This design comes from an exercise in tuning for small area on the open sky130 flow, not from production work. The RTL was checked by simulation tests, not by an equivalence proof against the original design.

Design keypad_calc_top, start of the top module:
module keypad_calc_top (
    input  logic       clk_i,
    input  logic       reset_i,
    input  logic [3:0] key_code_i,
    input  logic       key_detect_i,
    output logic       key_error_o,
    output logic [7:0] result_o,
    output logic       result_valid_o,
    output logic [4:0] result_addr_o
);
Size: ~190 cells after synthesis, about 35 flip-flops, roughly 22 I/O pins, roughly 0.0019 sq mm of cells after synthesis.
Settings: LEC_CHECK=0, CAP_MARGIN=20, CORE_MARGIN=2, CORE_UTILIZATION=40, SLEW_MARGIN=20; clock period 10.0 ns.
standard.sh (not shown) runs the stock make flow with config.mk's settings and CLKGATE_MAP_FILE= SYNTH_SCRIPT=/design/flow/synth_recipe.tcl, a recipe that flattens the netlist after the stock synthesis.
==> flow/flow/run.sh <==
#!/bin/bash
# Standard ORFS layout, with the port buffers and clock tree built from
# smaller cells. Each step's full output goes to a log file of its own here.
set -euo pipefail
cd "$(dirname "$0")/.."
bash standard.sh synth > flow_synth.log 2>&1
bash standard.sh \
    "BUFFER_PORTS_ARGS=-buffer_cell sky130_fd_sc_hd__buf_1" \
    "CTS_ARGS=-sink_clustering_enable -repair_clock_nets -dont_use_dummy_load -root_buf sky130_fd_sc_hd__clkbuf_4 -buf_list sky130_fd_sc_hd__clkbuf_4" \
    finish > flow_layout.log 2>&1
Then changed:
==> flow/flow/run.sh (replaced) <==
#!/bin/bash
# Standard ORFS synthesis, then the combinational logic re-mapped for area
# with a longer ABC run (registers untouched), then the standard ORFS layout
# with small port buffers and a small clock tree. Each tool's full output is
# kept in a log file of its own in this folder's parent (the work folder).
set -euo pipefail
cd "$(dirname "$0")/.."
W=$(pwd)
R=$W/orfs/results/$FLOW_PLATFORM/keypad_calc_top/base
bash standard.sh synth > log_1_synth.log 2>&1
cp $R/1_2_yosys.v $R/1_2_yosys_standard.v
mkdir -p reopt
cp flow/reopt.ys flow/abc.script reopt/
cp $FLOW_HOME/platforms/$FLOW_PLATFORM/lib/sky130_fd_sc_hd__tt_025C_1v80.lib reopt/lib.lib
cp $R/1_2_yosys_standard.v reopt/in.v
sed -i "s/top_name/$FLOW_TOP/" reopt/reopt.ys
(cd reopt && yosys -s reopt.ys) > log_2_reopt.log 2>&1
cp reopt/out.v $R/1_2_yosys.v
rm -f $R/1_synth.odb $R/1_synth.sdc
bash standard.sh \
    "BUFFER_PORTS_ARGS=-buffer_cell sky130_fd_sc_hd__buf_1" \
    "CTS_ARGS=-sink_clustering_enable -repair_clock_nets -dont_use_dummy_load -root_buf sky130_fd_sc_hd__clkbuf_4 -buf_list sky130_fd_sc_hd__clkbuf_4" \
    finish > log_3_layout.log 2>&1
==> flow/flow/abc.script (new file) <==
strash
&get -n
&deepsyn -T 30
&put
dch -f
map -a
topo
==> flow/flow/reopt.ys (new file) <==
# Re-optimise the combinational logic of the standard synthesis netlist.
# Flip-flops are kept as black boxes, so every register keeps its instance
# name and cell type; only the gates between them are remapped.
read_liberty -ignore_miss_func lib.lib
blackbox sky130_fd_sc_hd__df* sky130_fd_sc_hd__edf* sky130_fd_sc_hd__sdf* sky130_fd_sc_hd__sed* sky130_fd_sc_hd__dl* sky130_fd_sc_hd__conb*
read_verilog in.v
hierarchy -top top_name
flatten
opt -purge
tee -o stat_before.txt stat -liberty lib.lib
abc -liberty lib.lib -dont_use sky130_fd_sc_hd__probe_p_8 -dont_use sky130_fd_sc_hd__probec_p_8 -dont_use sky130_fd_sc_hd__lpflow_* -script abc.script
opt_clean -purge
hilomap -singleton -hicell sky130_fd_sc_hd__conb_1 HI -locell sky130_fd_sc_hd__conb_1 LO
splitnets
insbuf -buf sky130_fd_sc_hd__buf_4 A X
opt_clean -purge
tee -o stat_after.txt stat -liberty lib.lib
write_verilog -noattr -noexpr -nohex -nodec out.v
Cell area shrinks by 14%.
Die area shrinks by 11%.
Routed wire length shrinks by 14%.
Critical path depth grows by 1.
Then changed:
==> flow/flow/run.sh (replaced) <==
#!/bin/bash
# Standard ORFS layout, with the port buffers and clock tree built from
# smaller cells. Each step's full output goes to a log file of its own here.
set -euo pipefail
cd "$(dirname "$0")/.."
bash standard.sh synth > flow_synth.log 2>&1
bash standard.sh \
    "BUFFER_PORTS_ARGS=-buffer_cell sky130_fd_sc_hd__buf_1" \
    "CTS_ARGS=-sink_clustering_enable -repair_clock_nets -dont_use_dummy_load -root_buf sky130_fd_sc_hd__clkbuf_8 -buf_list sky130_fd_sc_hd__clkbuf_8 -sink_clustering_size 40 -sink_clustering_max_diameter 500" \
    finish > flow_layout.log 2>&1
removed: flow/flow/abc.script
removed: flow/flow/reopt.ys
First-iteration DRC count went up by a quarter to a third.
Cell count increases slightly.
Clock-buffer cell count is unchanged.
Core utilization increases by 1.2 points.
Cell area came out higher by about a fifth.
Area after synthesis went up by roughly a tenth.
Non-clock buffer count does not change.

separate check: timing with driven ports:
Ports are ideal in the flow. The routed layouts listed here were re-timed in OpenROAD. Step 1 sets driving cells, clkbuf_16 on the clock port and buf_2 on the other inputs (assumed; they add their load-dependent delay and slew). Step 2 times the ports against the registers' clock, not the clock port: input delays grow and output delays shrink by t, the midpoint of the rising clock arrivals with the driver on. a / b / c = ideal / step 1 / step 2; a / b = the first two.
| run | shift t [ns] | setup slack, ns | worst register clock-pin slew, ns |
|---|---|---|---|
| the first run | 0.345 | 7.012 / 6.990 / 7.335 | 0.11 / 0.11 |
| the second run | 0.346 | 7.022 / 6.998 / 7.343 | 0.10 / 0.10 |
| the third run | 0.300 | 7.064 / 7.040 / 7.341 | 0.07 / 0.07 |
After both steps setup and hold are still met in every run listed.
